This is an optimization exercise on Yosys and OpenROAD, whose aim is small area, a short achievable clock period and few clock cycles, not a production implementation. No functional check of the RTL was part of any run shown here. Power figures rest on the tool's default switching activity, not on a simulated workload.

===== config.mk =====
export PLATFORM = sky130hd
export DESIGN_NAME = text_char_scanner_core
export DESIGN_NICKNAME = text_char_scanner_core
export VERILOG_FILES = /design/flow/design.v
export SDC_FILE = /design/flow/constraint.sdc
export NUM_CORES = 4
export LEC_CHECK = 0
export CAP_MARGIN = 20
export CORE_MARGIN = 2
export CORE_UTILIZATION = 40
export CTS_BUF_LIST = sky130_fd_sc_hd__clkbuf_4 sky130_fd_sc_hd__clkbuf_8
export SETUP_SLACK_MARGIN = 1.9
export SLEW_MARGIN = 20

===== constraint.sdc =====
create_clock -name core_clock -period 4.0 [get_ports {i_clk}]
set_input_delay 0.8000 -clock core_clock [delete_from_list [all_inputs] [get_ports {i_clk}]]
set_output_delay 0.8000 -clock core_clock [all_outputs]
set_load 0.01 [all_outputs]

===== design.v =====
package tcs_pkg;
    localparam int BYTE_W      = 8;
    localparam int LINE_W      = 20;
    localparam int COL_W       = 16;
    localparam int QUEUE_DEPTH = 4;
    localparam int QP_W        = 2;
    localparam int QC_W        = 3;
    localparam int RES_W       = 2 + BYTE_W + LINE_W + COL_W + 3 + 1;
    localparam int PAIR_W      = 2 * RES_W + 1;
    localparam logic [BYTE_W-1:0] C_NUL    = 8'h00;
    localparam logic [BYTE_W-1:0] C_TAB    = 8'h09;
    localparam logic [BYTE_W-1:0] C_LF     = 8'h0A;
    localparam logic [BYTE_W-1:0] C_CR     = 8'h0D;
    localparam logic [BYTE_W-1:0] C_SPACE  = 8'h20;
    localparam logic [BYTE_W-1:0] C_STAR   = 8'h2A;
    localparam logic [BYTE_W-1:0] C_SLASH  = 8'h2F;
    localparam logic [BYTE_W-1:0] C_DEL    = 8'h7F;
    localparam logic [BYTE_W-1:0] C_LEAD   = 8'hE2;
    localparam logic [BYTE_W-1:0] C_CONT80 = 8'h80;
    localparam logic [BYTE_W-1:0] C_EN     = 8'h93;
    localparam logic [BYTE_W-1:0] C_EM     = 8'h94;
    localparam logic [BYTE_W-1:0] C_APOS   = 8'h99;
    localparam logic [BYTE_W-1:0] C_LSQ    = 8'h98;
    localparam logic [BYTE_W-1:0] C_LDQ    = 8'h9C;
    localparam logic [BYTE_W-1:0] C_RDQ    = 8'h9D;
    typedef enum logic [1:0] {
        KIND_CHAR = 2'd0,
        KIND_END  = 2'd1,
        KIND_ERR  = 2'd2
    } t_kind;
    typedef enum logic [2:0] {
        ERR_NONE      = 3'd0,
        ERR_EN_DASH   = 3'd1,
        ERR_EM_DASH   = 3'd2,
        ERR_APOS      = 3'd3,
        ERR_QUOTE     = 3'd4,
        ERR_CONTROL   = 3'd5,
        ERR_OPEN_CMNT = 3'd6
    } t_err;
    typedef struct packed {
        t_kind             kind;
        logic [BYTE_W-1:0] char_out;
        logic [LINE_W-1:0] line_no;
        logic [COL_W-1:0]  column_no;
        t_err              error_code;
        logic              last;
    } t_result;
    typedef struct packed {
        logic    two;
        t_result first;
        t_result second;
    } t_pair;
    typedef struct packed {
        logic empty;
        logic full;
    } t_q_status;
endpackage
module text_char_scanner_core #(
    parameter int LINE_BITS   = 20,    
    parameter int COLUMN_BITS = 16,
    parameter int TAB_STOP    = 4
) (
    input  logic                       i_clk,
    input  logic                       i_rst_n,
    input  logic                       i_valid,
    input  logic [tcs_pkg::BYTE_W-1:0] i_byte,
    output logic                       o_ready,
    output logic                       o_valid,
    input  logic                       i_ready,
    output logic [1:0]                 o_kind,
    output logic [tcs_pkg::BYTE_W-1:0] o_char,
    output logic [tcs_pkg::LINE_W-1:0] o_line,
    output logic [tcs_pkg::COL_W-1:0]  o_col,
    output logic [2:0]                 o_code,
    output logic                       o_last
);
    localparam int K_NUL   = 0;    
    localparam int K_TAB   = 1;    
    localparam int K_LF    = 2;    
    localparam int K_CR    = 3;    
    localparam int K_STAR  = 4;    
    localparam int K_SLASH = 5;    
    localparam int K_LEAD  = 6;    
    localparam int K_C80   = 7;    
    localparam int K_CTL   = 8;    
    localparam int K_INC   = 9;    
    localparam int K_UERR  = 10;   
    localparam int NK      = 11;
    logic          r_iv;
    logic [7:0]    r_ib;
    logic [NK-1:0] r_k;
    logic          r_sv;
    logic [7:0]    r_sb;
    logic        r_outv;      
    logic        r_olast;     
    logic        r_kerr;      
    logic        r_end;       
    logic [7:0]  r_ch;
    logic [19:0] r_line;
    logic [15:0] r_col;
    logic [2:0]  r_code;
    logic        r_mv_rst;    
    logic        r_mv_nl;     
    logic        r_mv_inc;    
    logic        r_mv_tab;    
    logic        r_cmt, r_star, r_slash, r_cr, r_lead, r_lead80, r_failed;
    logic        r_e2sat;     
    function automatic logic [19:0] f_sinc20(input logic [19:0] v);
        for (int i = 0; i < 20; i++)
            f_sinc20[i] = (v[i] ^ ((i == 0) ? 1'b1 : &(v | ~((20'd1 << i) - 20'd1)))) | (&v);
    endfunction
    function automatic logic [13:0] f_inc14(input logic [13:0] v, input logic ci);
        for (int i = 0; i < 14; i++)
            f_inc14[i] = v[i] ^ (ci & ((i == 0) ? 1'b1 : &(v | ~((14'd1 << i) - 14'd1))));
    endfunction
    function automatic logic [15:0] f_dec16(input logic [15:0] v);
        for (int i = 0; i < 16; i++)
            f_dec16[i] = v[i] ^ ((i == 0) ? 1'b1 : ~|(v & ((16'd1 << i) - 16'd1)));
    endfunction
    logic        hi_max, cin, col_sat;
    logic [13:0] hi_sum;
    logic [19:0] cur_line;
    logic [15:0] cur_col, lead_col;
    assign hi_max   = &r_col[15:2];
    assign cin      = r_mv_inc ? (&r_col[1:0]) : (|r_col[1:0]);
    assign hi_sum   = f_inc14(r_col[15:2], cin);
    assign col_sat  = hi_max & cin;
    always_comb begin
        if (r_mv_rst)
            cur_line = 20'd1;
        else if (r_mv_nl)
            cur_line = f_sinc20(r_line);
        else
            cur_line = r_line;
        if (r_mv_rst || r_mv_nl)
            cur_col = 16'd1;
        else if (r_mv_inc || r_mv_tab)
            cur_col = col_sat ? 16'hFFFF
                              : {hi_sum, (r_mv_inc ? {r_col[1] ^ r_col[0], !r_col[0]} : 2'd1)};
        else
            cur_col = r_col;
    end
    assign lead_col = r_e2sat ? r_col : f_dec16(r_col);
    logic consume, main_free;
    assign consume   = r_iv && (!r_outv || i_ready);
    assign main_free = !r_iv || consume;
    assign o_ready   = !r_sv;
    logic [2:0] ucode;
    logic       n_ov, n_end, n_err, n_uerr;
    logic [2:0] n_code;
    logic       n_cmt, n_star, n_slash, n_cr, n_lead, n_lead80, n_failed;
    always_comb begin
        case (r_ib)
            8'h93:                ucode = 3'd1;
            8'h94:                ucode = 3'd2;
            8'h99:                ucode = 3'd3;
            default:              ucode = 3'd4;
        endcase
    end
    always_comb begin
        n_ov     = 1'b0;
        n_end    = 1'b0;
        n_err    = 1'b0;
        n_uerr   = r_lead80 && r_k[K_UERR];
        n_code   = 3'd0;
        n_cmt    = r_cmt;
        n_star   = r_star;
        n_slash  = 1'b0;
        n_cr     = 1'b0;
        n_lead   = 1'b0;
        n_lead80 = 1'b0;
        n_failed = r_failed;
        if (r_failed) begin
        end else if (r_cr) begin
            if (r_k[K_LF]) begin
                n_star = 1'b0;
                n_ov   = !r_cmt;
            end else begin
                n_ov     = 1'b1;
                n_err    = 1'b1;
                n_code   = 3'd5;
                n_failed = 1'b1;
            end
        end else if (r_k[K_NUL]) begin
            n_ov   = 1'b1;
            n_end  = !r_cmt;
            n_err  = r_cmt;
            n_code = r_cmt ? 3'd6 : 3'd0;
        end else if (r_k[K_CR]) begin
            n_cr = 1'b1;
        end else if (n_uerr) begin
            n_ov     = 1'b1;
            n_err    = 1'b1;
            n_code   = ucode;
            n_failed = 1'b1;
        end else if (r_k[K_CTL]) begin
            n_ov     = 1'b1;
            n_err    = 1'b1;
            n_code   = 3'd5;
            n_failed = 1'b1;
        end else begin
            n_lead   = r_k[K_LEAD];
            n_lead80 = r_lead && r_k[K_C80];
            if (r_cmt) begin
                if (r_star && r_k[K_SLASH]) begin
                    n_cmt  = 1'b0;
                    n_star = 1'b0;
                end else begin
                    n_star = r_k[K_STAR];
                end
            end else if (r_slash && r_k[K_STAR]) begin
                n_cmt  = 1'b1;
                n_star = 1'b0;
            end else if (r_k[K_SLASH]) begin
                n_slash = 1'b1;
            end else begin
                n_ov = 1'b1;
            end
        end
        if (r_k[K_NUL]) begin
            n_cmt    = 1'b0;
            n_star   = 1'b0;
            n_failed = 1'b0;
        end
    end
    logic          iv_n, slash_n, ov_n, rel_n;
    logic [7:0]    in_b, ib_n;
    logic [NK-1:0] in_k, k_n;
    assign in_b = r_sv ? r_sb : i_byte;
    always_comb begin
        in_k          = '0;
        in_k[K_NUL]   = (in_b == 8'h00);
        in_k[K_TAB]   = (in_b == 8'h09);
        in_k[K_LF]    = (in_b == 8'h0A);
        in_k[K_CR]    = (in_b == 8'h0D);
        in_k[K_STAR]  = (in_b == 8'h2A);
        in_k[K_SLASH] = (in_b == 8'h2F);
        in_k[K_LEAD]  = (in_b == 8'hE2);
        in_k[K_C80]   = (in_b == 8'h80);
        in_k[K_CTL]   = ((in_b[7:5] == 3'b000) && !in_k[K_NUL] && !in_k[K_TAB]
                         && !in_k[K_LF] && !in_k[K_CR]) || (in_b == 8'h7F);
        in_k[K_INC]   = (in_b[7] ? in_b[6] : (in_b[6] | in_b[5])) && (in_b != 8'h7F);
        case (in_b)
            8'h93, 8'h94, 8'h98, 8'h99, 8'h9C, 8'h9D: in_k[K_UERR] = 1'b1;
            default:                                  in_k[K_UERR] = 1'b0;
        endcase
    end
    assign iv_n    = main_free ? (r_sv || i_valid) : r_iv;
    assign ib_n    = main_free ? in_b : r_ib;
    assign k_n     = main_free ? in_k : r_k;
    assign slash_n = consume ? n_slash : r_slash;
    assign ov_n    = consume ? n_ov : (r_outv && !i_ready);
    assign rel_n   = iv_n && slash_n && !k_n[K_STAR];
    always_ff @(posedge i_clk) begin
        if (!i_rst_n) begin
            r_iv     <= 1'b0;
            r_sv     <= 1'b0;
            r_outv   <= 1'b0;
            r_mv_rst <= 1'b1;
            r_mv_nl  <= 1'b0;
            r_mv_inc <= 1'b0;
            r_mv_tab <= 1'b0;
            r_cmt    <= 1'b0;
            r_star   <= 1'b0;
            r_slash  <= 1'b0;
            r_cr     <= 1'b0;
            r_lead   <= 1'b0;
            r_lead80 <= 1'b0;
            r_failed <= 1'b0;
        end else begin
            r_iv   <= iv_n;
            r_sv   <= !main_free && (r_sv || i_valid);
            r_outv <= ov_n || rel_n;
            r_slash <= slash_n;
            if (consume) begin
                r_mv_rst <= r_k[K_NUL];
                r_mv_nl  <= r_k[K_LF];
                r_mv_inc <= r_k[K_INC];
                r_mv_tab <= r_k[K_TAB];
                r_cmt    <= n_cmt;
                r_star   <= n_star;
                r_cr     <= n_cr;
                r_lead   <= n_lead;
                r_lead80 <= n_lead80;
                r_failed <= n_failed;
            end
        end
    end
    always_ff @(posedge i_clk) begin
        r_ib    <= ib_n;
        r_k     <= k_n;
        if (!r_sv)
            r_sb <= i_byte;
        r_olast <= !rel_n || k_n[K_SLASH] || k_n[K_CR];
        if (consume) begin
            r_ch    <= n_err ? 8'h00 : r_ib;
            r_line  <= cur_line;
            r_col   <= n_uerr ? lead_col : cur_col;
            r_end   <= n_end;
            r_kerr  <= n_err;
            r_code  <= n_code;
            r_e2sat <= &r_col;
        end
    end
    assign o_valid = r_outv;
    assign o_kind  = {r_kerr, r_end};
    assign o_char  = r_ch;
    assign o_line  = r_line;
    assign o_col   = r_col;
    assign o_code  = r_code;
    assign o_last  = r_olast;
endmodule

===== flow/run.sh =====
#!/bin/bash
# Standard layout, with plain buf_1 cells as the port buffers and the
# synthesis adder-cell step left out (abc maps the incrementers as gates).
set -euo pipefail
bash standard.sh BUFFER_PORTS_ARGS="-buffer_cell sky130_fd_sc_hd__buf_1" ADDER_MAP_FILE= finish > make_finish.log 2>&1

===== standard.sh =====
#!/bin/bash
# synth_recipe.tcl (not shown) runs the flow's synth.tcl, then flattens the netlist and writes it again
# the make line also repeats each setting of config.mk as NAME=value (left out here)
make -C /OpenROAD-flow-scripts/flow DESIGN_CONFIG=/design/flow/config.mk WORK_HOME=/design/flow/orfs CLKGATE_MAP_FILE= SYNTH_SCRIPT=/design/flow/synth_recipe.tcl "${@:-finish}"

==> results of run 1 <==
[what timing repair did]
action,4_1_cts,5_1_grt
setup endpoints to repair,50,29
setup buffers,6,14
pin swaps,2,5
resized for setup,10,6
[area by class of cell]
type                       instances  area (µm²)  area share (%)
multi-input combinational        334        2240            40.2
clock inverter                     3        23.8           0.428
clock buffer                      13         154            2.77
sequential                        92        2510            45.1
tap                              147         184            3.31
inverter                           8        30.0           0.540
timing repair buffer              86         427            7.67
[stage by stage]
step / hold WS [ns] / area [µm²] / instances / power, mW
4_1_cts: 0.479 / 5420 / 669 / 1.91
6_report: 0.476 / 5560 / 683 / 1.90
2_1_floorplan: 0.444 / 4820 / 461 / 1.25
3_3_place_gp: 0.459 / 5140 / 647 / 1.31
5_1_grt: 0.501 / 5560 / 683 / 1.98
3_5_place_dp: 0.467 / 5140 / 647 / 1.31
[sequential cells by signal, summed over array words and instances, names as in the netlist, 3 cells and up]
name	cells
r_ch	8
r_ib	8
r_code	3
r_col	16
r_line	20
r_sb	8
r_k	11
[layer usage]
metal | up-vias | track usage (%) | routed length (µm)
met3 | 18 | 3.35 | 448
met5 | - | 0 | 0
met1 | 1894 | 22.1 | 5000
met2 | 105 | 27.7 | 5270
li1 | 1905 | - | -
met4 | 0 | 8.29 | 231
[report_power, final]
part | total (mW) | internal (mW) | switching, mW
clock network | 0.594 | 0.256 | 0.339
registers | 1.11 | 1.07 | 0.0457
logic | 0.188 | 0.0737 | 0.114
total | 1.90 | 1.40 | 0.499
[worst max-delay path: stages (launching register included)]
cell	delay [ns]
edfxtp_1	0.55
buf_12	0.20
a21boi_4	0.29
nor4_4	0.10
buf_4	0.16
buf_4	0.13
a22o_1	0.17
a22oi_1	0.16
nand2b_1	0.07
[cell usage in the layout, fill, tap and decap left out, types with 5 or more instances in the layout]
cell	instances
o21ai_0	17
xor2_1	7
a21oi_1	29
a21oi_2	8
a21boi_0	6
clkbuf_8	9
nand3_1	9
nor2_1	30
nand2_1	38
a31oi_1	10
inv_1	7
a32oi_1	6
edfxtp_1	66
dfxtp_1	25
mux2_2	5
buf_4	21
nor3_1	21
nor2b_1	16
nor4_1	5
a22oi_1	5
nand2b_1	6
buf_1	63
nand4_1	10
or2_2	6
xnor2_1	6
and2_1	5
[worst max-delay path by stage]
stage / start / end / slack (ns)
2_1_floorplan: i_ready / r_col[0] / 1.88
3_3_place_gp: i_ready / r_col[9] / 1.49
3_5_place_dp: i_ready / r_col[8] / 1.44
4_1_cts: r_col[2] / r_col[13] / 1.73
5_1_grt: r_col[1] / r_col[15] / 1.87
6_report: r_col[1] / r_col[15] / 1.94
[Yosys cell counts, types with 8 or more instances]
cell type  number  share of area, %
nor3_1         24               2.5
nor2_1         32               2.5
nor2b_1        16               2.1
a21oi_1        29               3.0
clkbuf_1       18               1.4
nand2_1        39               3.0
o21ai_0        18               1.9
dfxtp_1        26                11
edfxtp_1       66                41
a21oi_2         8               1.5
a31oi_1        10               1.3
nand4_1        10               1.3
nand3_1         9              0.94
[cell families (layout without fill, tap and decap cells)]
family,Yosys count,in the layout,synth area share [%]
simple gates,188,188,22.4
compound gates,126,126,18.3
mux,7,7,1.59
buf+inv,35,110,3.23
xor+xnor,13,13,2.37
flops,92,92,52.1
==> impl_metrics.json, run 1 <==
{
  "holdPathStages": 2,
  "antenna_left": 0,
  "cp-end-kind": "register",
  "yosysWarnings": 1,
  "clockBufferDepth": 2,
  "coreArea_um2": 11900,
  "synth_area_um2": 4800,
  "grt_max_degree": 25,
  "fin_nets": 543,
  "cts_tree": "done",
  "cts_root_buf": "clkbuf_8",
  "r2r_setup_slack_ns": 1.94,
  "grt_pass1_wl_um": 17500,
  "critPathArrivalTime_ns": 2.19,
  "crit_fanout": 6,
  "synth_ff_type": "edfxtp_1",
  "antennaDiodeCount": 0,
  "leakagePower_nw": 1.78,
  "ctsHoldBuffers": 0,
  "grt_overflow": 0,
  "drv_cap": 0,
  "peakVddDrop_v": 0.000179,
  "drc": 0,
  "synth_edf_count": 66,
  "hold_path_startpoint": "r_mv_tab",
  "wirelength_um": 11000,
  "critPathKind": "register to register",
  "ys_seq_area_share_pct": 52.1,
  "fillers": 1137,
  "setup_viol": 0,
  "grt_setup_unrepaired": "yes",
  "hold_class": "register to register",
  "async_flop_share_pct": 0,
  "final.period_utilization_pct": 51.5,
  "run_status": "timing/DRC/antenna clean",
  "antenna_found_initial": 0,
  "die_w_um": 114,
  "synthCells": 461,
  "r2r-end": "r_col[15]",
  "drtIter0Drc": 249,
  "grtUsageTotal_pct": 17.1,
  "post-route-min-period_ns": 2.06,
  "synthDistinctLibCells": 73,
  "hpwlAfterDp_um": 7360,
  "syn_nets": 473,
  "syn_to_final_growth_pct": 15.8,
  "synth.avg_cell_area_um2": 10.4,
  "cts_max_level": 3,
  "ios": 64,
  "maxSlewViolCount": 0,
  "final_util_pct": 46.9,
  "initial_core_util_pct": 40.5,
  "place.gp.congestion": 0.823,
  "routed-via-count": 3922,
  "r2r_cells": 8,
  "slew_headroom_pct": 46.3,
  "cts_buffers": 9,
  "clk-insertion-delay-late_ns": 0.38,
  "rows": 40,
  "routedWlPerCell_um": 16.0,
  "viasPerCell": 5.74,
  "grt_pass1_vias": 3581,
  "dr.pass1.iters": 6,
  "clock_skew_ns": 0.00932,
  "numClockSinks": 92,
  "die_y_um": 114,
  "min_to": "r_mv_tab",
  "reg2reg_from": "r_col[1]",
  "fin_ws_ns": 1.94,
  "drive_above_1_share_pct": 15.7,
  "cp.required_ns": 4.13,
  "place_ws_ns": 1.44,
  "worst_pin_slew_ns": 0.806,
  "hold_viol_final": 0,
  "dieArea_um2": 12900,
  "synth-seq-cells": 92,
  "clkTransAtPathRegs_ns": 0.09,
  "fin_setup_tns_ns": 0,
  "cp-start-kind": "register",
  "max_freq_mhz": 485,
  "portBuffers": 63,
  "power_density_nw_per_um2": 341
}
==> run 2, diff against run 1 <==
--- a/design.v
+++ b/design.v
@@ -89,8 +89,6 @@
     logic          r_iv;
     logic [7:0]    r_ib;
     logic [NK-1:0] r_k;
-    logic          r_sv;
-    logic [7:0]    r_sb;
     logic        r_outv;      
     logic        r_olast;     
     logic        r_kerr;      
@@ -144,7 +142,7 @@
     logic consume, main_free;
     assign consume   = r_iv && (!r_outv || i_ready);
     assign main_free = !r_iv || consume;
-    assign o_ready   = !r_sv;
+    assign o_ready   = main_free;
     logic [2:0] ucode;
     logic       n_ov, n_end, n_err, n_uerr;
     logic [2:0] n_code;
@@ -226,7 +224,7 @@
     logic          iv_n, slash_n, ov_n, rel_n;
     logic [7:0]    in_b, ib_n;
     logic [NK-1:0] in_k, k_n;
-    assign in_b = r_sv ? r_sb : i_byte;
+    assign in_b = i_byte;
     always_comb begin
         in_k          = '0;
         in_k[K_NUL]   = (in_b == 8'h00);
@@ -245,7 +243,7 @@
             default:                                  in_k[K_UERR] = 1'b0;
         endcase
     end
-    assign iv_n    = main_free ? (r_sv || i_valid) : r_iv;
+    assign iv_n    = main_free ? i_valid : r_iv;
     assign ib_n    = main_free ? in_b : r_ib;
     assign k_n     = main_free ? in_k : r_k;
     assign slash_n = consume ? n_slash : r_slash;
@@ -254,7 +252,6 @@
     always_ff @(posedge i_clk) begin
         if (!i_rst_n) begin
             r_iv     <= 1'b0;
-            r_sv     <= 1'b0;
             r_outv   <= 1'b0;
             r_mv_rst <= 1'b1;
             r_mv_nl  <= 1'b0;
@@ -269,7 +266,6 @@
             r_failed <= 1'b0;
         end else begin
             r_iv   <= iv_n;
-            r_sv   <= !main_free && (r_sv || i_valid);
             r_outv <= ov_n || rel_n;
             r_slash <= slash_n;
             if (consume) begin
@@ -289,8 +285,6 @@
     always_ff @(posedge i_clk) begin
         r_ib    <= ib_n;
         r_k     <= k_n;
-        if (!r_sv)
-            r_sb <= i_byte;
         r_olast <= !rel_n || k_n[K_SLASH] || k_n[K_CR];
         if (consume) begin
             r_ch    <= n_err ? 8'h00 : r_ib;
--- a/config.mk
+++ b/config.mk
@@ -5,9 +5,10 @@
 export SDC_FILE = /design/flow/constraint.sdc
 export NUM_CORES = 4
 export LEC_CHECK = 0
+export ABC_AREA = 1
 export CAP_MARGIN = 20
 export CORE_MARGIN = 2
 export CORE_UTILIZATION = 40
 export CTS_BUF_LIST = sky130_fd_sc_hd__clkbuf_4 sky130_fd_sc_hd__clkbuf_8
-export SETUP_SLACK_MARGIN = 1.9
+export SETUP_SLACK_MARGIN = 1.8
 export SLEW_MARGIN = 20
==> run 2 against run 1 <==
Compared with the run above:
- clock skew fell by 0.0021 ns
- die area decreased by 5.2%
- sequential power fell by 9%
- register-to-register slack improved by 0.05 ns
- cell count rose by 13%
- largest power group unchanged
- non-clock buffer count down 20
- first-iteration DRC count is 6.8% lower
==> impl_metrics.json, run 2 <==
{
  "run_status": "timing/DRC/antenna clean",
  "cts_tree": "done",
  "slew_headroom_pct": 58.2,
  "fillers": 1093,
  "fin_nets": 639,
  "wirelength_um": 10000,
  "synth_edf_count": 66,
  "cp-end-kind": "primary output",
  "min_to": "r_lead",
  "grt_pass1_wl_um": 17100,
  "rows": 38,
  "drv_cap": 0,
  "critPathKind": "primary input to primary output",
  "hold_viol_final": 0,
  "clock_skew_ns": 0.00719,
  "ys_seq_area_share_pct": 51.1,
  "r2r_setup_slack_ns": 1.99,
  "synthCells": 558,
  "grt_max_degree": 24,
  "drtIter0Drc": 232,
  "post-place-cells": 755,
  "cp-start-kind": "primary input",
  "grt_overflow": 0,
  "grtUsageTotal_pct": 16.8,
  "largestRegisters": "r_line: 20 flops, r_col: 16 flops, r_k: 11 flops",
  "clk-insertion-delay-late_ns": 0.36,
  "maxSlewViolCount": 0,
  "power_mw": 1.81,
  "die_y_um": 111,
  "place_ws_ns": 1.40,
  "drc": 0,
  "power_density_nw_per_um2": 349,
  "syn_nets": 570,
  "clockBufferDepth": 2,
  "r2r_cells": 5,
  "regMostFlops": "r_line",
  "synthDistinctLibCells": 37,
  "critPathArrivalTime_ns": 1.33,
  "antennaDiodeCount": 0,
  "cts_buffers": 9,
  "die_w_um": 111,
  "dr.pass1.iters": 4,
  "async_flop_share_pct": 0,
  "synthDominantCellAreaShare_pct": 43.6,
  "grt_setup_unrepaired": "yes",
  "finalInstanceArea_um2": 5190,
  "synth-seq-cells": 83,
  "routed-via-count": 3858,
  "cp.required_ns": 3.20,
  "cts_max_level": 3,
  "r2r-end": "r_col[11]",
  "layout.cells.non_filler": 772,
  "whs_ns": 0.470,
  "hold_path_startpoint": "r_lead",
  "drive_above_1_share_pct": 7.59,
  "holdPathStages": 2,
  "yosys.area.top_type": "edfxtp_1",
  "post-route-min-period_ns": 2.13,
  "ios": 64,
  "layout_common_cells": "nand2_1 (152), inv_1 (71), nor2_1 (68)",
  "synth_common_cells": "nand2_1 (152), inv_1 (72), nor2_1 (69)",
  "hpwlAfterDp_um": 7250,
  "coreArea_um2": 11000,
  "place.gp.congestion": 0.872,
  "setup_viol": 0,
  "yosysWarnings": 1,
  "max_freq_mhz": 469,
  "routedWlPerCell_um": 13.0,
  "ctsHoldBuffers": 0,
  "clkTransAtPathRegs_ns": 0.08,
  "ys_top_cells_by_area": "edfxtp_1 (44%), nand2_1 (13%), dfxtp_1 (7.5%)",
  "fin_ws_ns": 1.87,
  "viasPerCell": 5.00,
  "synth.most_common_cell": "nand2_1",
  "final_common_cell": "nand2_1",
  "synth_ff_type": "edfxtp_1",
  "grt_pass1_vias": 3730,
  "hold_class": "register to register",
  "syn_to_final_growth_pct": 14.2,
  "initial_core_util_pct": 41.4,
  "leakagePower_nw": 2.25,
  "final.period_utilization_pct": 53.3,
  "numClockSinks": 83,
  "portBuffers": 63,
  "cts_root_buf": "clkbuf_8",
  "antenna_found_initial": 0,
  "reg2reg_from": "r_mv_rst",
  "place_area_um2": 4920,
  "crit_fanout": 12,
  "synth_area_um2": 4540,
  "dieArea_um2": 12200,
  "synth.avg_cell_area_um2": 8.14,
  "largest_reg_flops": 20,
  "final_util_pct": 47.2,
  "peakVddDrop_v": 0.000146,
  "fin_setup_tns_ns": 0,
  "antenna_left": 0,
  "worst_pin_slew_ns": 0.626
}
run 2: changes by cell type in the layout (fill, tap and decap cells not counted), sizes merged, moves of 6 or more:
cell    delta
a21boi     -7
a21oi      -9
a31oi      -8
buf       -21
dfxtp      -9
inv       +68
nand2    +118
nand2b     -6
nand3     +35
nor2      +44
nor2b     -16
nor3      -10
nor4       -8
o21ai     +13
run 2: layout make-up:
| class | instances | area [µm²] | area share, % |
|---|---|---|---|
| Timing Repair Buffer | 66 | 290 | 5.59 |
| Tap cell | 140 | 175 | 3.38 |
| Clock buffer | 11 | 151 | 2.92 |
| Multi-Input combinational cell | 393 | 1910 | 36.8 |
| Inverter | 74 | 279 | 5.38 |
| Sequential cell | 83 | 2320 | 44.8 |
| Clock inverter | 5 | 58.8 | 1.13 |
run 2: cell families after synthesis:
logic type	count (synthesis)	share of synthesized area [%]
AOI/OAI and AO/OA	69	8.76
xor gates and xnor gates	14	2.70
buffers and inverters	82	7.35
DFF	83	51.1
and+or+nand+nor	310	30.1
run 2: worst max path at each step:
stage / endpoint / cells after the start / slack, ns / start
after floorplan: r_col[0] / 4 / 1.80 / i_ready
after global placement: r_star / 9 / 1.50 / i_ready
after detailed placement: r_star / 9 / 1.40 / i_ready
after CTS: o_ready / 5 / 1.81 / i_ready
after global routing: r_col[12] / 5 / 1.80 / r_mv_rst
final: o_ready / 5 / 1.87 / i_ready
run 2: worst max-delay path, cell delays in order:
cell and delay, ns:
buf_1 0.08, inv_2 0.07, nand3_4 0.09, buf_12 0.16
clkbuf_2 0.12
run 2: metal layers:
layer  vias up  wire length, µm  GRT usage [%]
li1       1973                -              -
met1      1765             4790           22.6
met2        95             4490           26.3
met3        25              431           2.52
met4         0              316           8.75
met5         -                0              0
run 2: repair_timing:
action	in CTS	in global routing
gates cloned	0	1
endpoints found under the setup margin	2	21
resized for setup	2	7
buffers inserted	0	0
run 2: power breakdown:
part	internal (mW)	switching, mW
sequential	0.973	0.0368
clock	0.325	0.309
combinational	0.0528	0.116
==> run 3, diff against run 2 <==
==> flow/run.sh (replaced) <==
#!/bin/bash
# Standard layout, with plain buf_1 cells as the port buffers.
set -euo pipefail
bash standard.sh BUFFER_PORTS_ARGS="-buffer_cell sky130_fd_sc_hd__buf_1" finish > make_finish.log 2>&1
--- a/config.mk
+++ b/config.mk
@@ -5,10 +5,9 @@
 export SDC_FILE = /design/flow/constraint.sdc
 export NUM_CORES = 4
 export LEC_CHECK = 0
-export ABC_AREA = 1
 export CAP_MARGIN = 20
 export CORE_MARGIN = 2
 export CORE_UTILIZATION = 40
 export CTS_BUF_LIST = sky130_fd_sc_hd__clkbuf_4 sky130_fd_sc_hd__clkbuf_8
-export SETUP_SLACK_MARGIN = 1.8
+export SETUP_SLACK_MARGIN = 1.9
 export SLEW_MARGIN = 20
==> run 3 against run 2 <==
Compared with the run above:
- sequential cell count stayed put
- design area is 0.92% lower
- first-iteration DRC count is 13% lower
- highest routed layer unchanged
- critical path depth stayed put
- area after synthesis is 3.9% lower
- cell count is 18% lower
- combinational power is 3% lower
- count of clock-buffer cells in the layout stayed put
- synthesized cell count is 26% lower
- non-clock buffer count is 13 higher
- wire length is 2.5% lower
- clock skew is 0.0079 ns higher
==> impl_metrics.json, run 3 <==
{
  "synth_adder_area_share_pct": 3.15,
  "hold_path_startpoint": "r_mv_tab",
  "hpwlAfterDp_um": 6570,
  "regMostFlops": "r_line",
  "ys_top_cells_by_area": "edfxtp_1 (45%), dfxtp_1 (7.8%), a21oi_1 (4.2%)",
  "syn_to_final_growth_pct": 17.7,
  "fin_ws_ns": 1.74,
  "dieArea_um2": 11800,
  "r2r-end": "r_col[15]",
  "maxSlewViolCount": 0,
  "final_util_pct": 47.8,
  "initial_core_util_pct": 40.6,
  "largestRegisters": "r_line: 20 flops, r_col: 16 flops, r_k: 11 flops",
  "leakagePower_nw": 1.82,
  "power.share.clock_pct": 31.6,
  "synth_ff_type": "edfxtp_1",
  "async_flop_share_pct": 0,
  "power_density_nw_per_um2": 334,
  "antenna_left": 0,
  "holdPathStages": 2,
  "cp_cell_sequence": "buf_1, nand2b_4, nor2_4, clkinvlp_4, clkbuf_2",
  "syn_nets": 438,
  "synth_compound_area_share_pct": 15.7,
  "max_freq_mhz": 442,
  "drv_cap": 0,
  "run_status": "timing/DRC/antenna clean",
  "ctsHoldBuffers": 0,
  "r2r_setup_slack_ns": 1.97,
  "ys_seq_area_share_pct": 53.2,
  "synthMuxAreaShare_pct": 0.458,
  "viasPerCell": 5.51,
  "synth.avg_cell_area_um2": 10.5,
  "numClockSinks": 83,
  "post_synth_and_or_nand_nor_area_fraction_pct": 20.4,
  "grt_overflow": 0,
  "synth_area_um2": 4370,
  "coreArea_um2": 10700,
  "clock_skew_ns": 0.0151,
  "crit_fanout": 5,
  "place_ws_ns": 1.33,
  "die_y_um": 108,
  "routed-via-count": 3480,
  "drtIter0Drc": 202,
  "wirelength_um": 9780,
  "internal-power_mw": 1.27,
  "fin_nets": 510,
  "yosys.area.top_type": "edfxtp_1",
  "min_to": "r_mv_tab",
  "switchingPower_mw": 0.446,
  "die_w_um": 108,
  "place.gp.congestion": 0.823,
  "critPathKind": "primary input to primary output",
  "p_sw_share_pct": 25.9,
  "synthDominantCellAreaShare_pct": 45.4,
  "worst_pin_slew_ns": 0.583,
  "grt_setup_unrepaired": "yes",
  "hold_viol_final": 0,
  "ios": 64,
  "clockBufferDepth": 2,
  "slowest_delay_ns": 0.19,
  "cp.required_ns": 3.20,
  "cts_tree": "done",
  "grt_pass1_wl_um": 15400,
  "fin_setup_tns_ns": 0,
  "slew_headroom_pct": 61.0,
  "synth.most_common_cell": "edfxtp_1",
  "peakVddDrop_v": 0.000148,
  "routedWlPerCell_um": 15.5,
  "cp-end-kind": "primary output",
  "clk-insertion-delay-late_ns": 0.35,
  "seq_power_share_pct": 58.9,
  "reg2reg_from": "r_col[6]",
  "layout_common_cells": "edfxtp_1 (66), buf_1 (62), nand2_1 (42)",
  "comb_power_share_pct": 9.5,
  "portBuffers": 63,
  "synth-seq-cells": 83,
  "synthCells": 415,
  "critPathArrivalTime_ns": 1.46,
  "drc": 0,
  "dr.pass1.iters": 5,
  "yosysWarnings": 1,
  "grtUsageTotal_pct": 16.8,
  "synth_xor_area_share_pct": 2.81,
  "cts_max_level": 3,
  "synth_common_cells": "edfxtp_1 (66), nand2_1 (46), a21oi_1 (37)",
  "cp-start-kind": "primary input",
  "hold_class": "register to register",
  "antennaDiodeCount": 0,
  "synth_edf_count": 66,
  "synthDistinctLibCells": 72,
  "synth_top_family_by_area": "simple AND/OR/NAND/NOR gates",
  "final_common_cell": "edfxtp_1",
  "final.period_utilization_pct": 56.6,
  "largest_reg_flops": 20,
  "grt_pass1_vias": 3228,
  "post-route-min-period_ns": 2.26,
  "critPathSlowestCell": "nor2_4",
  "drive_above_1_share_pct": 15.7,
  "antenna_found_initial": 0,
  "grt_max_degree": 24,
  "cts_root_buf": "clkbuf_8",
  "clkTransAtPathRegs_ns": 0.08,
  "r2r_cells": 5,
  "rows": 38,
  "setup_viol": 0,
  "cts_buffers": 9
}
==> run 3: stage by stage <==
step                instances  instance area [µm²]  power, mW  hold WS, ns
floorplan                 415                 4410       1.13        0.432
CTS                       624                 4990       1.73        0.463
global route              632                 5140       1.79        0.489
finish                    632                 5140       1.72        0.461
global placement          600                 4730       1.18        0.445
detailed placement        600                 4730       1.18        0.451
==> run 3: logic make-up after synthesis <==
family,count (synthesis)
mux,2
compound gates,101
flops,83
xor+xnor,14
fa+ha+maj,11
simple gates,162
buf+inv,42
==> run 3: layer usage <==
metal  up-vias  global-route usage [%]  routed length, µm
li1       1690                       -                  -
met1      1661                    22.0               4450
met2       106                    26.9               4600
met3        23                    2.95                478
met4         0                    8.15                245
met5         -                       0                  0
==> run 3: worst max-delay path, delay by kind of cell <==
family        cells  cell delay, ns
simple gates      2            0.35
buf+inv           3            0.32
==> run 3: what timing repair did <==
item / in CTS / in global routing
resized for setup: 7 / 25
setup endpoints to repair: 30 / 78
pin swaps: 2 / 7
cloned: 2 / 0
endpoints found under the hold margin: 0 / 0
setup buffers: 6 / 8
==> run 3: power groups by stage <==
stage          registers (mW)  clock network (mW)  logic [mW]
2_1_floorplan            1.03                   0       0.100
3_5_place_dp             1.03                   0       0.150
3_3_place_gp             1.03                   0       0.148
5_1_grt                  1.02               0.592       0.181
6_report                 1.01               0.544       0.163
4_1_cts                  1.01               0.560       0.157
==> run 3: worst max-delay path by stage <==
stage / slack (ns) / endpoint / startpoint
3_5_place_dp: 1.33 / r_cmt / i_ready
5_1_grt: 1.69 / o_ready / i_ready
2_1_floorplan: 1.78 / o_ready / i_ready
4_1_cts: 1.68 / o_ready / i_ready
3_3_place_gp: 1.37 / o_ready / i_ready
6_report: 1.74 / o_ready / i_ready
==> run 3: final cells by class <==
class / instances / area, µm²
tap: 140 / 175
clock inverter: 5 / 31.3
timing repair buffer: 79 / 378
fill: 1053 / 5600
inverter: 22 / 90.1
multi-input combinational: 290 / 1990
timing repair inverter: 2 / 12.5
clock buffer: 11 / 139
sequential: 83 / 2320
==> run 4, diff against run 3 <==
--- a/config.mk
+++ b/config.mk
@@ -9,5 +9,5 @@
 export CORE_MARGIN = 2
 export CORE_UTILIZATION = 40
 export CTS_BUF_LIST = sky130_fd_sc_hd__clkbuf_4 sky130_fd_sc_hd__clkbuf_8
-export SETUP_SLACK_MARGIN = 1.9
+export SETUP_SLACK_MARGIN = 1.7
 export SLEW_MARGIN = 20
==> run 4 against run 3 <==
Compared with the run above:
- clock power grew 11%
- wire length shrank 5.3%
- utilization shrank 1.2 points
- register-to-register slack lost 0.18 ns
- critical path depth is the same
- sequential power is essentially flat
- maximum frequency grew 0.27%
- global-route usage shrank 0.54 points
- critical endpoint unchanged
==> impl_metrics.json, run 4 <==
{
  "final.period_utilization_pct": 56.5,
  "drive_above_1_share_pct": 11.2,
  "regMostFlops": "r_line",
  "max_freq_mhz": 443,
  "dieArea_um2": 11800,
  "clock_skew_ns": 0.00966,
  "comb_power_share_pct": 8.8,
  "initial_core_util_pct": 40.6,
  "routedWlPerCell_um": 14.8,
  "yosys.area.top_type": "edfxtp_1",
  "final_common_cell": "edfxtp_1",
  "largest_reg_flops": 20,
  "yosysWarnings": 1,
  "switchingPower_mw": 0.451,
  "numClockSinks": 83,
  "portBuffers": 63,
  "clockBufferDepth": 2,
  "power_density_nw_per_um2": 353,
  "internal-power_mw": 1.32,
  "layout_common_cells": "edfxtp_1 (66), buf_1 (63), nand2_1 (44)",
  "syn_nets": 438,
  "cts_tree": "done",
  "clkTransAtPathRegs_ns": 0.08,
  "dr.pass1.iters": 4,
  "post-route-min-period_ns": 2.26,
  "hpwlAfterDp_um": 6430,
  "ys_top_cells_by_area": "edfxtp_1 (45%), dfxtp_1 (7.8%), a21oi_1 (4.2%)",
  "place_area_um2": 4710,
  "crit_fanout": 4,
  "antenna_left": 0,
  "ios": 64,
  "place.gp.congestion": 0.829,
  "drv_cap": 0,
  "synth.avg_cell_area_um2": 10.5,
  "cp.required_ns": 3.20,
  "routed-via-count": 3365,
  "synth_ff_type": "edfxtp_1",
  "grt_pass1_vias": 3033,
  "async_flop_share_pct": 0,
  "seq_power_share_pct": 57.1,
  "power.share.clock_pct": 34.1,
  "hold_viol_final": 0,
  "largestRegisters": "r_line: 20 flops, r_col: 16 flops, r_k: 11 flops",
  "grt_overflow": 0,
  "drc": 0,
  "p_sw_share_pct": 25.5,
  "grtUsageTotal_pct": 16.3,
  "synthDominantCellAreaShare_pct": 45.4,
  "clk-insertion-delay-late_ns": 0.36,
  "run_status": "timing/DRC/antenna clean",
  "fillers": 1055,
  "die_w_um": 108,
  "antenna_found_initial": 0,
  "critPathArrivalTime_ns": 1.46,
  "synthCells": 415,
  "maxSlewViolCount": 0,
  "synth_area_um2": 4370,
  "slew_headroom_pct": 51.0,
  "worst_pin_slew_ns": 0.733,
  "finalInstanceArea_um2": 5010,
  "synth.most_common_cell": "edfxtp_1",
  "fin_setup_tns_ns": 0,
  "syn_to_final_growth_pct": 14.8,
  "cts_buffers": 9,
  "setup_viol": 0,
  "cp-start-kind": "primary input",
  "synthDistinctLibCells": 72,
  "grt_max_degree": 25,
  "synth_edf_count": 66,
  "cts_max_level": 3,
  "peakVddDrop_v": 0.000171,
  "antennaDiodeCount": 0,
  "die_y_um": 108,
  "grt_pass1_wl_um": 14900,
  "synth_common_cells": "edfxtp_1 (66), nand2_1 (46), a21oi_1 (37)",
  "coreArea_um2": 10700,
  "leakagePower_nw": 1.74,
  "rows": 38,
  "drtIter0Drc": 186,
  "synth-seq-cells": 83,
  "ys_seq_area_share_pct": 53.2,
  "whs_ns": 0.461,
  "wirelength_um": 9260,
  "viasPerCell": 5.39,
  "hold_class": "register to register",
  "grt_setup_unrepaired": "no",
  "final_util_pct": 46.6,
  "cp-end-kind": "primary output",
  "critPathKind": "primary input to primary output",
  "cts_root_buf": "clkbuf_8",
  "fin_nets": 502
}
## run 4: changes by cell type in the layout (fill, tap and decap cells not counted), sizes merged
cell	change
clkinv	-1
clkinvlp	+1
bufinv	+1
inv	+1
buf	-7
clkbuf	-3
## run 4: worst max-delay path: stages
cell	delay, ns
buf_1	0.06
nand2b_2	0.22
nor2_4	0.13
clkinvlp_4	0.11
buf_1	0.13
## run 4: worst paths after layout
path	startpoint	end	slack [ns]	cells after the start
max	i_ready	o_ready	1.74	5
min	r_lead	r_lead	0.46	2
max reg2reg	r_col[0]	r_col[14]	1.79	8
min reg2reg	r_lead	r_lead	0.46	2
## run 4: power by group through the flow
stage	clock network, mW	logic [mW]	registers, mW
after floorplan	0	0.0980	1.03
after global placement	0	0.146	1.03
after detailed placement	0	0.148	1.03
after CTS	0.616	0.154	1.01
after global routing	0.651	0.175	1.02
final	0.603	0.155	1.01
## run 4: per-layer routing
metal / routed length [µm] / vias to the layer above / part of all wire, % / GRT usage [%]
met5: 0 / - / 0 / 0
met4: 160 / 0 / 1.7 / 6.87
met3: 398 / 12 / 4.3 / 3.25
met2: 4160 / 79 / 45 / 24.4
met1: 4540 / 1593 / 49 / 22.9
li1: - / 1681 / - / -
## run 4: cell type report
| class | count | area, µm² | area share (%) |
|---|---|---|---|
| flip-flops and latches | 83 | 2320 | 46.4 |
| multi-input cells | 290 | 1910 | 38.2 |
| repair buffers | 71 | 309 | 6.17 |
| well taps | 140 | 175 | 3.50 |
| clock buffers | 9 | 124 | 2.47 |
| inverters | 22 | 90.1 | 1.80 |
| clock inverters | 7 | 66.3 | 1.32 |
| repair inverters | 2 | 10.0 | 0.200 |
## run 4: through the flow
step           cells  setup slack (ns)  power [mW]
2_1_floorplan    415              1.66        1.12
3_3_place_gp     600              1.25        1.17
3_5_place_dp     600              1.20        1.18
4_1_cts          620              1.62        1.78
5_1_grt          624              1.70        1.84
6_report         624              1.74        1.77
## run 4: timing repair
item	CTS	global route
gates cloned	1	1
setup buffers	3	3
resized for setup	3	9
hold buffers	0	0
pin swaps	2	2
setup endpoints to repair	18	55
endpoints found under the hold margin	0	0
## run 4: cells by family (layout without fill, tap and decap cells)
family	count (synthesis)	after routing	share of synthesized area, %
AO/OA/AOI/OAI	101	101	15.7
flip-flops	83	83	53.2
multiplexers	2	2	0.458
XOR/XNOR	14	14	2.81
adder cells (fa/ha/maj)	11	11	3.15
AND/OR/NAND/NOR	162	162	20.4
buffers and inverters	42	111	4.27
==> run 5, diff against run 4 <==
--- a/design.v
+++ b/design.v
@@ -89,6 +89,7 @@
     logic          r_iv;
     logic [7:0]    r_ib;
     logic [NK-1:0] r_k;
+    logic        r_busy;      
     logic        r_outv;      
     logic        r_olast;     
     logic        r_kerr;      
@@ -142,7 +143,7 @@
     logic consume, main_free;
     assign consume   = r_iv && (!r_outv || i_ready);
     assign main_free = !r_iv || consume;
-    assign o_ready   = main_free;
+    assign o_ready   = !r_busy || i_ready;
     logic [2:0] ucode;
     logic       n_ov, n_end, n_err, n_uerr;
     logic [2:0] n_code;
@@ -253,6 +254,7 @@
         if (!i_rst_n) begin
             r_iv     <= 1'b0;
             r_outv   <= 1'b0;
+            r_busy   <= 1'b0;
             r_mv_rst <= 1'b1;
             r_mv_nl  <= 1'b0;
             r_mv_inc <= 1'b0;
@@ -267,6 +269,7 @@
         end else begin
             r_iv   <= iv_n;
             r_outv <= ov_n || rel_n;
+            r_busy <= iv_n && (ov_n || rel_n);
             r_slash <= slash_n;
             if (consume) begin
                 r_mv_rst <= r_k[K_NUL];
--- a/config.mk
+++ b/config.mk
@@ -9,5 +9,5 @@
 export CORE_MARGIN = 2
 export CORE_UTILIZATION = 40
 export CTS_BUF_LIST = sky130_fd_sc_hd__clkbuf_4 sky130_fd_sc_hd__clkbuf_8
-export SETUP_SLACK_MARGIN = 1.7
+export SETUP_SLACK_MARGIN = 1.9
 export SLEW_MARGIN = 20
==> run 5 against run 4 <==
Compared with the run above:
- non-clock buffer count increased by 10
- sequential cell count increased by 1
- die area about the same
- cell count increased by 1.6%
- sequential power about the same
- hold slack improved by 0.017 ns
- area after synthesis about the same
- combinational power increased by 5%
- global-route usage increased by 0.86 points
- clock skew increased by 0.0031 ns
- sequential share of layout area decreased by 2.0 points
- critical path type is now register to register
- critical endpoint is now r_col[13]
- largest power group unchanged
==> impl_metrics.json, run 5 <==
{
  "run_status": "timing/DRC/antenna clean",
  "drv_cap": 0,
  "ios": 64,
  "cts_root_buf": "clkbuf_8",
  "final_common_cell": "edfxtp_1",
  "cts_tree": "done",
  "cp.required_ns": 4.10,
  "antenna_left": 0,
  "synthCells": 414,
  "peakVddDrop_v": 0.000194,
  "power_mw": 1.91,
  "wirelength_um": 9940,
  "clkTransAtPathRegs_ns": 0.09,
  "dieArea_um2": 11800,
  "yosysWarnings": 1,
  "holdPathStages": 2,
  "drive_above_1_share_pct": 16.0,
  "routed-via-count": 3547,
  "numClockSinks": 84,
  "cp-end-kind": "register",
  "antenna_found_initial": 0,
  "drtIter0Drc": 131,
  "antennaDiodeCount": 0,
  "regMostFlops": "r_line",
  "ys_seq_area_share_pct": 53.7,
  "switchingPower_mw": 0.450,
  "clock_skew_ns": 0.0128,
  "grt_overflow": 0,
  "synthDistinctLibCells": 59,
  "wl_met3_um": 439,
  "seq_area_um2": 2340,
  "power.share.clock_pct": 38.1,
  "top_layer": "met4",
  "coreArea_um2": 10700,
  "grtUsageTotal_pct": 17.1,
  "max_freq_mhz": 458,
  "grt_pass1_wl_um": 15900,
  "dr.pass1.iters": 4,
  "slowest_delay_ns": 0.43,
  "whs_ns": 0.479,
  "cts_max_level": 3,
  "cp-start-kind": "register",
  "grt_pass1_vias": 3278,
  "wl_met2_um": 4980,
  "met1_length_um": 4390,
  "synth.avg_cell_area_um2": 10.5,
  "cts_buffers": 9,
  "synth_common_cells": "edfxtp_1 (66), nand2_1 (38), a21oi_1 (35)",
  "synth_ff_type": "edfxtp_1",
  "die_w_um": 108,
  "syn_nets": 437,
  "fillers": 997,
  "fin_nets": 512,
  "place.gp.congestion": 0.866,
  "critPathKind": "register to register",
  "multi_input_area_um2": 2070,
  "slew_headroom_pct": 59.8,
  "ys_top_cells_by_area": "edfxtp_1 (45%), dfxtp_1 (8.3%), a21oi_1 (4.0%)",
  "synth-seq-cells": 84,
  "r2r_cells": 7,
  "maxSlewViolCount": 0,
  "power_density_nw_per_um2": 361,
  "fin_setup_tns_ns": 0,
  "largest_reg_flops": 20,
  "routedWlPerCell_um": 15.7,
  "grt_max_degree": 24,
  "p_sw_share_pct": 23.6,
  "grt_setup_unrepaired": "yes",
  "critPathArrivalTime_ns": 2.29,
  "synth_edf_count": 66,
  "crit_buf_inv": 1,
  "synth.most_common_cell": "edfxtp_1",
  "crit_cells": 7,
  "viasPerCell": 5.59,
  "leakagePower_nw": 1.86,
  "clk-insertion-delay-late_ns": 0.35,
  "final.period_utilization_pct": 54.6,
  "rows": 38,
  "synthDominantCellAreaShare_pct": 45.4,
  "setup_viol": 0,
  "yosys.area.top_type": "edfxtp_1",
  "die_y_um": 108,
  "post-route-min-period_ns": 2.18,
  "portBuffers": 63,
  "critPathSlowestCell": "or4_4",
  "hold_class": "register to register",
  "syn_to_final_growth_pct": 21.0,
  "synth_area_um2": 4360,
  "async_flop_share_pct": 0,
  "comb_power_share_pct": 8.6,
  "crit_family": "simple AND/OR/NAND/NOR gates",
  "initial_core_util_pct": 40.6,
  "drc": 0,
  "clockBufferDepth": 2,
  "worst_pin_slew_ns": 0.595,
  "hold_viol_final": 0,
  "seq_power_share_pct": 53.4,
  "crit_fanout": 4,
  "largestRegisters": "r_line: 20 flops, r_col: 16 flops, r_k: 11 flops",
  "hpwlAfterDp_um": 6760,
  "layout_common_cells": "edfxtp_1 (66), buf_1 (63), nand2_1 (34)",
  "internal-power_mw": 1.46,
  "cp_cell_sequence": "inv_2, ha_4, or3b_4, or2_4, or4_4, a22oi_2, o22ai_1"
}
==> run 5: changes by cell type after synthesis, moves of 5 or more <==
cell / delta
and4_1: +6
nand2_1: -8
o21a_1: +6
o21ai_0: +7
and2_1: +5
==> run 5: final cells by class <==
type                    instances  area share (%)
repair buffers                 81            7.18
clock inverters                 7            2.18
inverters                      18            1.35
multi-input cells             295            39.2
flip-flops and latches         84            44.4
well taps                     140            3.32
clock buffers                   9            2.35
==> run 5: worst register-to-register path, stage by stage, from the launching register on <==
cell and delay, ns:
edfxtp_1 0.41, inv_2 0.08, ha_4 0.13, or3b_4 0.39
or2_4 0.27, or4_4 0.43, a22oi_2 0.13, o22ai_1 0.10
==> run 5: cell families after synthesis <==
| kind of cell | synth area share, % |
|---|---|
| buffers and inverters | 3.21 |
| and+or+nand+nor | 20.6 |
| muxes | 0.745 |
| AOI/OAI and AO/OA | 16.2 |
| adders and majority gates | 3.15 |
| DFF | 53.7 |
| xor gates and xnor gates | 2.41 |
==> run 5: what timing repair did <==
| action | in CTS | in global routing |
|---|---|---|
| resized for setup | 16 | 25 |
| hold buffers | 0 | 0 |
| buffers inserted | 11 | 4 |
| endpoints found under the setup margin | 58 | 47 |
| pin swaps | 7 | 7 |
==> run 5: power by group through the flow <==
stage / logic (mW) / registers (mW) / clock network, mW
floorplan: 0.0965 / 1.04 / 0
global placement: 0.145 / 1.04 / 0
detailed placement: 0.148 / 1.04 / 0
CTS: 0.158 / 1.02 / 0.743
global route: 0.182 / 1.02 / 0.773
finish: 0.163 / 1.02 / 0.726
==> run 5: per-stage QoR <==
step	cell area, µm²	setup WS (ns)	utilization (%)	cells
after global routing	5280	1.76	49.1	634
after floorplan	4420	1.70	-	414
after CTS	5150	1.81	47.9	630
after detailed placement	4770	1.32	44.4	603
final	5280	1.82	49.1	634
after global placement	4770	1.37	44.4	603
==> run 5: final timing paths <==
| check | startpoint | end | slack, ns |
|---|---|---|---|
| max reg2reg | r_col[1] | r_col[13] | 1.82 |
| min reg2reg | r_mv_tab | r_mv_tab | 0.48 |
| min | r_mv_tab | r_mv_tab | 0.48 |
| max | r_col[1] | r_col[13] | 1.82 |
==> run 5: routing by layer <==
layer,vias to the layer above,track usage [%]
met5,-,0
met3,10,3.62
met1,1736,21.1
met4,0,6.23
met2,77,29.5
li1,1724,-
==> run 6, diff against run 5 <==
--- a/design.v
+++ b/design.v
@@ -86,10 +86,29 @@
     localparam int K_INC   = 9;    
     localparam int K_UERR  = 10;   
     localparam int NK      = 11;
+    function automatic logic [NK-1:0] f_class(input logic [7:0] v);
+        f_class          = '0;
+        f_class[K_NUL]   = (v == 8'h00);
+        f_class[K_TAB]   = (v == 8'h09);
+        f_class[K_LF]    = (v == 8'h0A);
+        f_class[K_CR]    = (v == 8'h0D);
+        f_class[K_STAR]  = (v == 8'h2A);
+        f_class[K_SLASH] = (v == 8'h2F);
+        f_class[K_LEAD]  = (v == 8'hE2);
+        f_class[K_C80]   = (v == 8'h80);
+        f_class[K_CTL]   = ((v[7:5] == 3'b000) && v != 8'h00 && v != 8'h09
+                            && v != 8'h0A && v != 8'h0D) || (v == 8'h7F);
+        f_class[K_INC]   = (v[7] ? v[6] : (v[6] | v[5])) && (v != 8'h7F);
+        case (v)
+            8'h93, 8'h94, 8'h98, 8'h99, 8'h9C, 8'h9D: f_class[K_UERR] = 1'b1;
+            default:                                  f_class[K_UERR] = 1'b0;
+        endcase
+    endfunction
     logic          r_iv;
     logic [7:0]    r_ib;
-    logic [NK-1:0] r_k;
-    logic        r_busy;      
+    logic [NK-1:0] r_k;       
+    logic          r_sv;
+    logic [7:0]    r_sb;
     logic        r_outv;      
     logic        r_olast;     
     logic        r_kerr;      
@@ -104,9 +123,10 @@
     logic        r_mv_tab;    
     logic        r_cmt, r_star, r_slash, r_cr, r_lead, r_lead80, r_failed;
     logic        r_e2sat;     
-    function automatic logic [19:0] f_sinc20(input logic [19:0] v);
+    assign r_k = f_class(r_ib);
+    function automatic logic [19:0] f_inc20(input logic [19:0] v);
         for (int i = 0; i < 20; i++)
-            f_sinc20[i] = (v[i] ^ ((i == 0) ? 1'b1 : &(v | ~((20'd1 << i) - 20'd1)))) | (&v);
+            f_inc20[i] = v[i] ^ ((i == 0) ? 1'b1 : &(v | ~((20'd1 << i) - 20'd1)));
     endfunction
     function automatic logic [13:0] f_inc14(input logic [13:0] v, input logic ci);
         for (int i = 0; i < 14; i++)
@@ -116,10 +136,11 @@
         for (int i = 0; i < 16; i++)
             f_dec16[i] = v[i] ^ ((i == 0) ? 1'b1 : ~|(v & ((16'd1 << i) - 16'd1)));
     endfunction
-    logic        hi_max, cin, col_sat;
+    logic        line_max, hi_max, cin, col_sat;
     logic [13:0] hi_sum;
     logic [19:0] cur_line;
     logic [15:0] cur_col, lead_col;
+    assign line_max = &r_line;
     assign hi_max   = &r_col[15:2];
     assign cin      = r_mv_inc ? (&r_col[1:0]) : (|r_col[1:0]);
     assign hi_sum   = f_inc14(r_col[15:2], cin);
@@ -127,15 +148,15 @@
     always_comb begin
         if (r_mv_rst)
             cur_line = 20'd1;
-        else if (r_mv_nl)
-            cur_line = f_sinc20(r_line);
+        else if (r_mv_nl && !line_max)
+            cur_line = f_inc20(r_line);
         else
             cur_line = r_line;
         if (r_mv_rst || r_mv_nl)
             cur_col = 16'd1;
         else if (r_mv_inc || r_mv_tab)
             cur_col = col_sat ? 16'hFFFF
-                              : {hi_sum, (r_mv_inc ? {r_col[1] ^ r_col[0], !r_col[0]} : 2'd1)};
+                              : {hi_sum, (r_mv_inc ? r_col[1:0] + 2'd1 : 2'd1)};
         else
             cur_col = r_col;
     end
@@ -143,7 +164,7 @@
     logic consume, main_free;
     assign consume   = r_iv && (!r_outv || i_ready);
     assign main_free = !r_iv || consume;
-    assign o_ready   = !r_busy || i_ready;
+    assign o_ready   = !r_sv;
     logic [2:0] ucode;
     logic       n_ov, n_end, n_err, n_uerr;
     logic [2:0] n_code;
@@ -224,37 +245,19 @@
     end
     logic          iv_n, slash_n, ov_n, rel_n;
     logic [7:0]    in_b, ib_n;
-    logic [NK-1:0] in_k, k_n;
-    assign in_b = i_byte;
-    always_comb begin
-        in_k          = '0;
-        in_k[K_NUL]   = (in_b == 8'h00);
-        in_k[K_TAB]   = (in_b == 8'h09);
-        in_k[K_LF]    = (in_b == 8'h0A);
-        in_k[K_CR]    = (in_b == 8'h0D);
-        in_k[K_STAR]  = (in_b == 8'h2A);
-        in_k[K_SLASH] = (in_b == 8'h2F);
-        in_k[K_LEAD]  = (in_b == 8'hE2);
-        in_k[K_C80]   = (in_b == 8'h80);
-        in_k[K_CTL]   = ((in_b[7:5] == 3'b000) && !in_k[K_NUL] && !in_k[K_TAB]
-                         && !in_k[K_LF] && !in_k[K_CR]) || (in_b == 8'h7F);
-        in_k[K_INC]   = (in_b[7] ? in_b[6] : (in_b[6] | in_b[5])) && (in_b != 8'h7F);
-        case (in_b)
-            8'h93, 8'h94, 8'h98, 8'h99, 8'h9C, 8'h9D: in_k[K_UERR] = 1'b1;
-            default:                                  in_k[K_UERR] = 1'b0;
-        endcase
-    end
-    assign iv_n    = main_free ? i_valid : r_iv;
+    logic [NK-1:0] k_n;
+    assign in_b = r_sv ? r_sb : i_byte;
+    assign iv_n    = main_free ? (r_sv || i_valid) : r_iv;
     assign ib_n    = main_free ? in_b : r_ib;
-    assign k_n     = main_free ? in_k : r_k;
+    assign k_n     = f_class(ib_n);
     assign slash_n = consume ? n_slash : r_slash;
     assign ov_n    = consume ? n_ov : (r_outv && !i_ready);
     assign rel_n   = iv_n && slash_n && !k_n[K_STAR];
     always_ff @(posedge i_clk) begin
         if (!i_rst_n) begin
             r_iv     <= 1'b0;
+            r_sv     <= 1'b0;
             r_outv   <= 1'b0;
-            r_busy   <= 1'b0;
             r_mv_rst <= 1'b1;
             r_mv_nl  <= 1'b0;
             r_mv_inc <= 1'b0;
@@ -268,8 +271,8 @@
             r_failed <= 1'b0;
         end else begin
             r_iv   <= iv_n;
+            r_sv   <= !main_free && (r_sv || i_valid);
             r_outv <= ov_n || rel_n;
-            r_busy <= iv_n && (ov_n || rel_n);
             r_slash <= slash_n;
             if (consume) begin
                 r_mv_rst <= r_k[K_NUL];
@@ -287,7 +290,8 @@
     end
     always_ff @(posedge i_clk) begin
         r_ib    <= ib_n;
-        r_k     <= k_n;
+        if (!r_sv)
+            r_sb <= i_byte;
         r_olast <= !rel_n || k_n[K_SLASH] || k_n[K_CR];
         if (consume) begin
             r_ch    <= n_err ? 8'h00 : r_ib;
--- a/config.mk
+++ b/config.mk
@@ -9,5 +9,5 @@
 export CORE_MARGIN = 2
 export CORE_UTILIZATION = 40
 export CTS_BUF_LIST = sky130_fd_sc_hd__clkbuf_4 sky130_fd_sc_hd__clkbuf_8
-export SETUP_SLACK_MARGIN = 1.9
+export SETUP_SLACK_MARGIN = 1.7
 export SLEW_MARGIN = 20
==> run 6 against run 5 <==
Compared with the run above:
- still clean on timing, DRC and antenna
- register-to-register slack worse by 0.10 ns
- global-route usage up 0.81 points
- sequential cell count down 3
- design area up 0.55%
- clock skew down 0.00065 ns
- critical path depth up 1
- power down 0.74%
- sequential share of layout area down 4.2 points
- critical path type unchanged
==> impl_metrics.json, run 6 <==
{
  "portBuffers": 63,
  "ys_top_cells_by_area": "edfxtp_1 (34%), dfxtp_1 (14%), mux2_2 (4.1%)",
  "power_density_nw_per_um2": 357,
  "yosys.area.top_type": "edfxtp_1",
  "busiest_layer": "met2",
  "cp_cell_sequence": "inv_2, ha_4, nor3b_4, nand4_4, or4_4, or3_4, xor2_1, o22ai_1",
  "grt_pass1_wl_um": 16600,
  "synth_adder_area_share_pct": 3.13,
  "place_ws_ns": 1.17,
  "syn_to_final_growth_pct": 20.9,
  "synth.avg_cell_area_um2": 10.2,
  "critPathSlowestCell": "or4_4",
  "use_met1_pct": 25.1,
  "setup_viol": 0,
  "antenna_left": 0,
  "synthDominantCellAreaShare_pct": 34.2,
  "final_util_pct": 49.2,
  "fillers": 1036,
  "numClockSinks": 81,
  "synth_top_family_by_area": "simple AND/OR/NAND/NOR gates",
  "run_status": "timing/DRC/antenna clean",
  "coreArea_um2": 10800,
  "die_y_um": 109,
  "maxSlewViolCount": 0,
  "crit_fanout": 3,
  "clkTransAtPathRegs_ns": 0.09,
  "cp-start-kind": "register",
  "synth_edf_count": 50,
  "largestRegisters": "r_line: 20 flops, r_col: 16 flops",
  "final_common_cell": "buf_1",
  "synth_common_cells": "edfxtp_1 (50), nor2_1 (35), dfxtp_1 (31)",
  "fin_ws_ns": 1.71,
  "synthMuxAreaShare_pct": 5.24,
  "grt_max_degree": 25,
  "layout_common_cells": "buf_1 (63), edfxtp_1 (50), nor2_1 (34)",
  "wirelength_um": 10700,
  "post-route-min-period_ns": 2.29,
  "peakVddDrop_v": 0.000151,
  "synth_area_um2": 4390,
  "cts_max_level": 3,
  "hold_class": "register to register",
  "drc": 0,
  "synthDistinctLibCells": 66,
  "final.period_utilization_pct": 57.2,
  "drive_above_1_share_pct": 19.1,
  "async_flop_share_pct": 0,
  "max_freq_mhz": 437,
  "leakagePower_nw": 1.82,
  "place.gp.congestion": 0.881,
  "clockBufferDepth": 2,
  "antenna_found_initial": 0,
  "cts_buffers": 9,
  "post_synth_and_or_nand_nor_area_fraction_pct": 21.1,
  "synth_ff_type": "edfxtp_1",
  "holdPathStages": 2,
  "die_w_um": 109,
  "antennaDiodeCount": 0,
  "met3_usage_pct": 4.18,
  "crit_buf_inv": 1,
  "viasPerCell": 5.55,
  "routed-via-count": 3599,
  "grt_pass1_vias": 3328,
  "gr-usage-met2_pct": 28.0,
  "regMostFlops": "r_line",
  "grtUsageTotal_pct": 17.9,
  "slowest_delay_ns": 0.43,
  "cp-end-kind": "register",
  "cts_root_buf": "clkbuf_8",
  "routedWlPerCell_um": 16.5,
  "grt_overflow": 0,
  "ys_seq_area_share_pct": 48.3,
  "cts_tree": "done",
  "initial_core_util_pct": 40.7,
  "power_mw": 1.89,
  "crit_cells": 8,
  "clock_skew_ns": 0.0121,
  "r2r_cells": 8,
  "synth-seq-cells": 81,
  "yosysWarnings": 1,
  "drv_cap": 0,
  "cp.required_ns": 4.10,
  "dr.pass1.iters": 5,
  "dieArea_um2": 11800,
  "synth_compound_area_share_pct": 14.9,
  "ios": 64,
  "grt_setup_unrepaired": "yes",
  "fin_setup_tns_ns": 0,
  "ctsHoldBuffers": 0,
  "largest_reg_flops": 20,
  "syn_nets": 452,
  "rows": 38,
  "slew_headroom_pct": 53.5,
  "synth_xor_area_share_pct": 3.59,
  "synthCells": 429,
  "critPathArrivalTime_ns": 2.38,
  "clk-insertion-delay-late_ns": 0.36,
  "synth.most_common_cell": "edfxtp_1",
  "drtIter0Drc": 220,
  "critPathKind": "register to register",
  "worst_pin_slew_ns": 0.698,
  "hpwlAfterDp_um": 6840,
  "hold_viol_final": 0,
  "crit_family": "simple AND/OR/NAND/NOR gates",
  "fin_nets": 527
}
## run 6: cell types whose count changed in the layout (fill, tap and decap cells not counted), moves of 8 or more
| cell | before | now |
|---|---|---|
| edfxtp_1 | 66 | 50 |
| mux2_2 | 1 | 16 |
| a21oi_1 | 32 | 19 |
| nor2b_1 | 5 | 18 |
| dfxtp_1 | 17 | 26 |
| and4_1 | 9 | 1 |
| nor2_1 | 26 | 34 |
## run 6: power breakdown
part	switching [mW]	total, mW	internal (mW)
combinational	0.107	0.183	0.0763
sequential	0.0452	0.973	0.928
clock	0.320	0.736	0.416
total	0.472	1.89	1.42
## run 6: worst reg2reg max path, cell delays in order (launching register included)
cell and delay (ns):
edfxtp_1 0.41, inv_2 0.09, ha_4 0.14, nor3b_4 0.25, nand4_4 0.12, or4_4 0.43, or3_4 0.34, xor2_1 0.15
o22ai_1 0.09
## run 6: metal layers
layer	vias up	share of wire [%]
met4	0	1.1
met5	-	0
li1	1749	-
met1	1729	46
met2	111	48
met3	10	4.8
## run 6: final timing paths
kind                  from        end  slack [ns]
setup / recovery  r_col[0]  r_col[15]        1.71
hold / removal    r_mv_tab   r_mv_tab        0.47
setup reg to reg  r_col[0]  r_col[15]        1.71
hold reg to reg   r_mv_tab   r_mv_tab        0.47
## run 6: final cells by class
type | count | area [µm²] | share of cell area, %
Multi-Input combinational cell | 314 | 2290 | 43.1
Sequential cell | 81 | 2130 | 40.2
Timing Repair Buffer | 84 | 418 | 7.87
Tap cell | 140 | 175 | 3.30
Clock buffer | 9 | 124 | 2.33
Clock inverter | 7 | 116 | 2.19
Inverter | 14 | 53.8 | 1.01
## run 6: kinds of logic after synthesis
group	Yosys count
simple gates	166
buf+inv	37
xor+xnor	18
flops	81
mux	21
compound gates	95
fa+ha+maj	11
## run 6: through the flow
step	hold WS (ns)	cell area, µm²	std cells
6_report	0.474	5310	649
5_1_grt	0.513	5310	649
4_1_cts	0.481	5100	638
3_5_place_dp	0.468	4740	613
3_3_place_gp	0.459	4740	613
2_1_floorplan	0.432	4410	429
## run 6: repair_timing
action                     4_1_cts  5_1_grt
setup endpoints to repair       60       52
pin swaps                        2        7
buffers inserted                 8        9
resized for setup               11       31
cloned                           1        2
hold endpoints to repair         0        0

[re-timing with driven ports]
Ports are ideal in the flow. The routed layouts listed here were re-timed in OpenROAD.
Step 1 sets driving cells, clkbuf_16 on the clock port and buf_2 on the other inputs (assumed; they add their load-dependent delay and slew).
Step 2 also shifts input and output timing later by t, the mid clock arrival at the registers, as if the neighbouring blocks saw the same clock.
Slacks: no drivers / after step 1 / after step 2; pairs: no drivers / after step 1.
| run | t (ns) | setup slack, ns | hold slack, ns | clock arrival spread, ns | worst data-port slew with drivers (ns) |
|---|---|---|---|---|---|
| run 1 | 0.403 | 1.938 / 1.915 / 1.669 | 0.476 / 0.476 / 0.476 | 0.013 / 0.013 | 0.04 |
| run 2 | 0.388 | 1.869 / 1.850 / 1.698 | 0.470 / 0.470 / 0.470 | 0.007 / 0.007 | 0.04 |
| run 3 | 0.380 | 1.735 / 1.714 / 1.714 | 0.461 / 0.461 / 0.461 | 0.017 / 0.017 | 0.03 |
| run 4 | 0.391 | 1.741 / 1.720 / 1.612 | 0.461 / 0.461 / 0.461 | 0.010 / 0.010 | 0.03 |
| run 5 | 0.378 | 1.815 / 1.815 / 1.622 | 0.479 / 0.479 / 0.479 | 0.013 / 0.013 | 0.03 |
| run 6 | 0.388 | 1.713 / 1.713 / 1.442 | 0.474 / 0.474 / 0.474 | 0.013 / 0.013 | 0.03 |
After both steps every run listed still meets setup and hold. For run 6, which loses most, drivers alone change the setup slack by 0.000 ns; drivers and shift together by -0.271 ns.
